Context: an optimization exercise on an open-source flow, tuned for small area. The choices shown serve that exercise and are no tape-out recipe.
Function was checked by simulation only, so behaviour that the tests miss may differ from the original.
No activity file was given, so power comes from the tool's default toggle rates.

==> run a <==
==> flow/design.v (excerpt) <==
module regfile_32x64 #(
   parameter int unsigned DATA_W   = 64,
   parameter int unsigned NUM_REGS = 32,
   parameter int unsigned ZERO_REG = 31
) (
   input  logic              clk,
   input  logic              reset,
   input  logic              RegWrite,
   input  logic [4:0]        WriteRegister,
   input  logic [DATA_W-1:0] WriteData,
   input  logic [4:0]        ReadRegister1,
   input  logic [4:0]        ReadRegister2,
   output logic [DATA_W-1:0] ReadData1,
   output logic [DATA_W-1:0] ReadData2
);
==> module regfile_aoi2, before the edit <==
module regfile_aoi2 (
   input  logic [1:0] a,
   input  logic [1:0] s,
   output logic       y_n
);
   assign y_n = ~|(a & s);
endmodule
==> module regfile_rdbit, before the edit <==
module regfile_rdbit (
   input  logic [31:0] a,
   input  logic [31:0] s,
   output logic        y
);
   logic [10:0] g_n;
   for (genvar k = 0; k < 10; k++) begin : g_grp
      regfile_aoi3 u_aoi (.a(a[3*k +: 3]), .s(s[3*k +: 3]), .y_n(g_n[k]));
   end
   regfile_aoi2 u_aoi_last (.a(a[31:30]), .s(s[31:30]), .y_n(g_n[10]));
   assign y = ~&g_n;
endmodule
==> module regfile_32x64, before the edit <==
module regfile_32x64 #(
   parameter int unsigned DATA_W   = 64,
   parameter int unsigned NUM_REGS = 32,
   parameter int unsigned ZERO_REG = 31
) (
   input  logic              clk,
   input  logic              reset,
   input  logic              RegWrite,
   input  logic [4:0]        WriteRegister,
   input  logic [DATA_W-1:0] WriteData,
   input  logic [4:0]        ReadRegister1,
   input  logic [4:0]        ReadRegister2,
   output logic [DATA_W-1:0] ReadData1,
   output logic [DATA_W-1:0] ReadData2
);
   localparam int unsigned IDX_W = 5;
   localparam logic [IDX_W-1:0] ZERO_IDX = IDX_W'(ZERO_REG);
   logic wr_live;
   logic hit1;
   logic hit2;
   assign wr_live = RegWrite && !reset && (WriteRegister != ZERO_IDX);
   assign hit1    = wr_live && (WriteRegister == ReadRegister1);
   assign hit2    = wr_live && (WriteRegister == ReadRegister2);
   logic [DATA_W-1:0] load_data;
   assign load_data = WriteData & {DATA_W{~reset}};
   logic [DATA_W-1:0] words [NUM_REGS];
   logic [NUM_REGS-1:0] sel1;
   logic [NUM_REGS-1:0] sel2;
   for (genvar g = 0; g < NUM_REGS; g++) begin : g_reg
      if (g == ZERO_REG) begin : g_zero
         assign words[g] = WriteData;
         assign sel1[g]  = hit1;
         assign sel2[g]  = hit2;
      end else begin : g_flop
         logic              ld;
         logic              hold;
         logic [DATA_W-1:0] q;
         logic [DATA_W-1:0] q_nxt;
         assign ld   = reset || (RegWrite && (WriteRegister == IDX_W'(g)));
         assign hold = !ld;
         for (genvar b = 0; b < DATA_W; b++) begin : g_bit
            regfile_hold u_hold (.q(q[b]), .hold(hold), .d(load_data[b]), .load(ld), .y(q_nxt[b]));
         end
         always_ff @(posedge clk) begin
            q <= q_nxt;
         end
         assign words[g] = q;
         assign sel1[g]  = (ReadRegister1 == IDX_W'(g)) && !hit1;
         assign sel2[g]  = (ReadRegister2 == IDX_W'(g)) && !hit2;
      end
   end
   for (genvar b = 0; b < DATA_W; b++) begin : g_bit
      logic [31:0] col;
      for (genvar g = 0; g < NUM_REGS; g++) begin : g_col
         assign col[g] = words[g][b];
      end
      regfile_rdbit u_rd1 (.a(col), .s(sel1), .y(ReadData1[b]));
      regfile_rdbit u_rd2 (.a(col), .s(sel2), .y(ReadData2[b]));
   end
endmodule
==> flow/config.mk <==
export PLATFORM = sky130hd
export DESIGN_NAME = regfile_32x64
export DESIGN_NICKNAME = regfile_32x64
export VERILOG_FILES = /design/flow/design.v
export SDC_FILE = /design/flow/constraint.sdc
export NUM_CORES = 4
export LEC_CHECK = 0
export CAP_MARGIN = 5
export CELL_PAD_IN_SITES_DETAIL_PLACEMENT = 1
export CORE_MARGIN = 2
export CORE_UTILIZATION = 20
export PLACE_DENSITY = 0.25
export SLEW_MARGIN = 5
export SYNTH_HIERARCHICAL = 1
==> flow/constraint.sdc <==
create_clock -name core_clock -period 8.0 [get_ports {clk}]
set_input_delay 1.6000 -clock core_clock [delete_from_list [all_inputs] [get_ports {clk}]]
set_output_delay 1.6000 -clock core_clock [all_outputs]
set_load 0.01 [all_outputs]
standard.sh (not shown) runs the stock make flow with config.mk's settings and CLKGATE_MAP_FILE= SYNTH_SCRIPT=/design/flow/synth_recipe.tcl, a recipe that flattens the netlist after the stock synthesis.
==> flow/flow/run.sh <==
#!/bin/bash
# Standard ORFS layout with a lighter clock tree (no dummy loads, mid-size
# clock buffers, larger sink clusters) and minimum-size port buffers that the
# repair steps resize as needed.
set -euo pipefail
export BUFFER_PORTS_ARGS="-buffer_cell sky130_fd_sc_hd__buf_1"
export CTS_ARGS="-sink_clustering_enable -repair_clock_nets -dont_use_dummy_load -buf_list {sky130_fd_sc_hd__clkbuf_4 sky130_fd_sc_hd__clkbuf_8} -sink_clustering_size 24 -sink_clustering_max_diameter 60"
bash standard.sh synth > synth.log 2>&1
bash standard.sh > layout.log 2>&1
==> inputs of run b, as changes to run a <==
--- a/flow/design.v
+++ b/flow/design.v
@@ -7,8 +7,8 @@
 endmodule
-module regfile_aoi2 (
-   input  logic [1:0] a,
-   input  logic [1:0] s,
-   output logic       y_n
+module regfile_nand (
+   input  logic a,
+   input  logic s,
+   output logic y_n
 );
-   assign y_n = ~|(a & s);
+   assign y_n = ~(a & s);
 endmodule
@@ -28,3 +28,3 @@
 );
-   logic [10:0] g_n;
+   logic [11:0] g_n;
    for (genvar k = 0; k < 10; k++) begin : g_grp
@@ -32,3 +32,4 @@
    end
-   regfile_aoi2 u_aoi_last (.a(a[31:30]), .s(s[31:30]), .y_n(g_n[10]));
+   regfile_nand u_nand30 (.a(a[30]), .s(s[30]), .y_n(g_n[10]));
+   regfile_nand u_nand31 (.a(a[31]), .s(s[31]), .y_n(g_n[11]));
    assign y = ~&g_n;
@@ -58,2 +59,3 @@
    assign hit2    = wr_live && (WriteRegister == ReadRegister2);
+   localparam logic byp_en = 1'b1;
    logic [DATA_W-1:0] load_data;
@@ -71,2 +73,3 @@
          logic              hold;
+         logic              wr_hit;
          logic [DATA_W-1:0] q;
@@ -82,4 +85,5 @@
          assign words[g] = q;
-         assign sel1[g]  = (ReadRegister1 == IDX_W'(g)) && !hit1;
-         assign sel2[g]  = (ReadRegister2 == IDX_W'(g)) && !hit2;
+         assign wr_hit   = byp_en && RegWrite && !reset && (WriteRegister == IDX_W'(g));
+         assign sel1[g]  = (ReadRegister1 == IDX_W'(g)) && !wr_hit;
+         assign sel2[g]  = (ReadRegister2 == IDX_W'(g)) && !wr_hit;
       end
==> flow/flow/run.sh (replaced) <==
#!/bin/bash
# Standard ORFS layout with a lighter clock tree (no dummy loads; strong
# clock buffers in the upper tree, mid-size ones at small sink clusters so
# that flip-flop clock slews stay low) and minimum-size port buffers that the
# repair steps resize as needed.
set -euo pipefail
export BUFFER_PORTS_ARGS="-buffer_cell sky130_fd_sc_hd__buf_1"
export CTS_ARGS="-sink_clustering_enable -repair_clock_nets -dont_use_dummy_load -buf_list {sky130_fd_sc_hd__clkbuf_16} -root_buf sky130_fd_sc_hd__clkbuf_16 -sink_clustering_buffer sky130_fd_sc_hd__clkbuf_8 -sink_clustering_size 12 -sink_clustering_max_diameter 50"
bash standard.sh synth > synth.log 2>&1
bash standard.sh > layout.log 2>&1
CAP_MARGIN = 20   (was 5)
CELL_PAD_IN_SITES_GLOBAL_PLACEMENT = 1   (was default)
CORE_UTILIZATION = 35   (was 20)
PLACE_DENSITY = 0.5   (was 0.25)
SLEW_MARGIN = 20   (was 5)
==> inputs of run c, as changes to run a <==
--- a/flow/design.v
+++ b/flow/design.v
@@ -7,8 +7,8 @@
 endmodule
-module regfile_aoi2 (
-   input  logic [1:0] a,
-   input  logic [1:0] s,
-   output logic       y_n
+module regfile_nand (
+   input  logic a,
+   input  logic s,
+   output logic y_n
 );
-   assign y_n = ~|(a & s);
+   assign y_n = ~(a & s);
 endmodule
@@ -28,3 +28,3 @@
 );
-   logic [10:0] g_n;
+   logic [11:0] g_n;
    for (genvar k = 0; k < 10; k++) begin : g_grp
@@ -32,3 +32,4 @@
    end
-   regfile_aoi2 u_aoi_last (.a(a[31:30]), .s(s[31:30]), .y_n(g_n[10]));
+   regfile_nand u_nand30 (.a(a[30]), .s(s[30]), .y_n(g_n[10]));
+   regfile_nand u_nand31 (.a(a[31]), .s(s[31]), .y_n(g_n[11]));
    assign y = ~&g_n;
@@ -58,2 +59,3 @@
    assign hit2    = wr_live && (WriteRegister == ReadRegister2);
+   localparam logic byp_en = 1'b1;
    logic [DATA_W-1:0] load_data;
@@ -71,2 +73,3 @@
          logic              hold;
+         logic              wr_hit;
          logic [DATA_W-1:0] q;
@@ -82,4 +85,5 @@
          assign words[g] = q;
-         assign sel1[g]  = (ReadRegister1 == IDX_W'(g)) && !hit1;
-         assign sel2[g]  = (ReadRegister2 == IDX_W'(g)) && !hit2;
+         assign wr_hit   = byp_en && RegWrite && !reset && (WriteRegister == IDX_W'(g));
+         assign sel1[g]  = (ReadRegister1 == IDX_W'(g)) && !wr_hit;
+         assign sel2[g]  = (ReadRegister2 == IDX_W'(g)) && !wr_hit;
       end
==> flow/flow/run.sh (replaced) <==
#!/bin/bash
# Standard ORFS layout with a lighter clock tree (no dummy loads; strong
# clock buffers in the upper tree, mid-size ones at the sink clusters) and
# minimum-size port buffers that the repair steps resize as needed.
set -euo pipefail
export BUFFER_PORTS_ARGS="-buffer_cell sky130_fd_sc_hd__buf_1"
export CTS_ARGS="-sink_clustering_enable -repair_clock_nets -dont_use_dummy_load -buf_list {sky130_fd_sc_hd__clkbuf_16} -root_buf sky130_fd_sc_hd__clkbuf_16 -sink_clustering_buffer sky130_fd_sc_hd__clkbuf_8 -sink_clustering_size 20 -sink_clustering_max_diameter 60"
bash standard.sh synth > synth.log 2>&1
bash standard.sh > layout.log 2>&1
CAP_MARGIN = 12   (was 5)
CORE_UTILIZATION = 25   (was 20)
PLACE_DENSITY = 0.35   (was 0.25)
SLEW_MARGIN = 12   (was 5)
==> inputs of run d, as changes to run a <==
==> flow/run.sh (new file) <==
#!/bin/bash
# synth_recipe.tcl (not shown) runs the flow's synth.tcl, then flattens the netlist and writes it again
# the make line also repeats each setting of config.mk as NAME=value (left out here)
make -C /OpenROAD-flow-scripts/flow DESIGN_CONFIG=/design/flow/config.mk WORK_HOME=/design/flow/orfs CLKGATE_MAP_FILE= SYNTH_SCRIPT=/design/flow/synth_recipe.tcl finish
CAP_MARGIN = 20   (was 5)
CORE_UTILIZATION = 15   (was 20)
PLACE_DENSITY = 0.2   (was 0.25)
SLEW_MARGIN = 20   (was 5)
removed: flow/flow/run.sh
removed: flow/standard.sh
==> comparison table <==
Outcome: run a no timing/DRC/antenna violations; run c no timing/DRC/antenna violations; run b no timing/DRC/antenna violations; run d no timing/DRC/antenna violations
Switching Power: run a 7.085 mW; run c 6.532 mW; run b 6.436 mW; run d 8.310 mW
Clock network power consumption: run a 7.55 mW; run c 6.49 mW; run b 6.61 mW; run d 12.9 mW
Detailed-routing wirelength on met1: run a 260400 µm; run c 216500 µm; run b 196400 µm; run d 288300 µm
Non-clock inverter count in the final layout: run a 0; run c 1; run b 1; run d 0
Power density over the cells: run a 234.8 nW/µm²; run c 233.6 nW/µm²; run b 238.2 nW/µm²; run d 264.2 nW/µm²
Peak Freq: run a 0.1326 GHz; run c 0.1367 GHz; run b 0.1366 GHz; run d 0.1270 GHz
Sum of met2 wire segment lengths after detailed routing: run a 255700 µm; run c 228600 µm; run b 202800 µm; run d 302200 µm
Area inside the core boundary: run a 381700 µm²; run c 302800 µm²; run b 216500 µm²; run d 508800 µm²
Fraction of area in registers: run a 42.19%; run c 44.50%; run b 45.22%; run d 37.66%
Cell Count Post-Placement: run a 11860; run c 10840; run b 9648; run d 13840
Highest net fanout along the worst path: run a 32; run c 16; run b 36; run d 38
Avg Vias per Cell: run a 6.431; run c 7.257; run b 8.194; run d 5.572
Chip Width: run a 622.7 µm; run c 555.7 µm; run b 470.2 µm; run d 718.4 µm
Met1 layer usage reported by global route: run a 38.95%; run c 42.45%; run b 56.46%; run d 32.11%
Placement Setup Slack: run a 619.2 ps; run c 835.9 ps; run b 891.9 ps; run d 121.4 ps
Buffers outside the clock class: run a 653; run c 549; run b 486; run d 940

[what the ideal ports hide]
In the flow no input, the clock included, has a driving cell. The finished layouts below were timed again as built, in two steps. Step 1 sets driving cells, clkbuf_16 on the clock port and buf_2 on the other inputs (assumed; they add their load-dependent delay and slew). Step 2 times the ports against the registers' clock, not the clock port: input delays grow and output delays shrink by t, the midpoint of the rising clock arrivals with the driver on. Slacks: ideal ports / drivers / drivers and shift; pairs: ideal ports / drivers.
run	t (ns)	slack for setup (ns)	clock arrival spread, ns	slew at the worst register clock pin (ns)	worst slew at a driven data input, ns
run a	1.167	0.461 / 0.430 / 0.430	0.119 / 0.119	0.10 / 0.10	0.20
run b	0.904	0.682 / 0.602 / 0.602	0.087 / 0.087	0.09 / 0.09	0.18
run c	0.981	0.687 / 0.518 / 0.518	0.119 / 0.120	0.11 / 0.11	0.23
run d	1.045	0.128 / 0.066 / 0.066	0.072 / 0.072	0.06 / 0.06	0.15
After both steps setup and hold are still met in every run listed. For run c, which loses most, drivers alone change the setup slack by -0.169 ns; drivers and shift together by -0.169 ns.
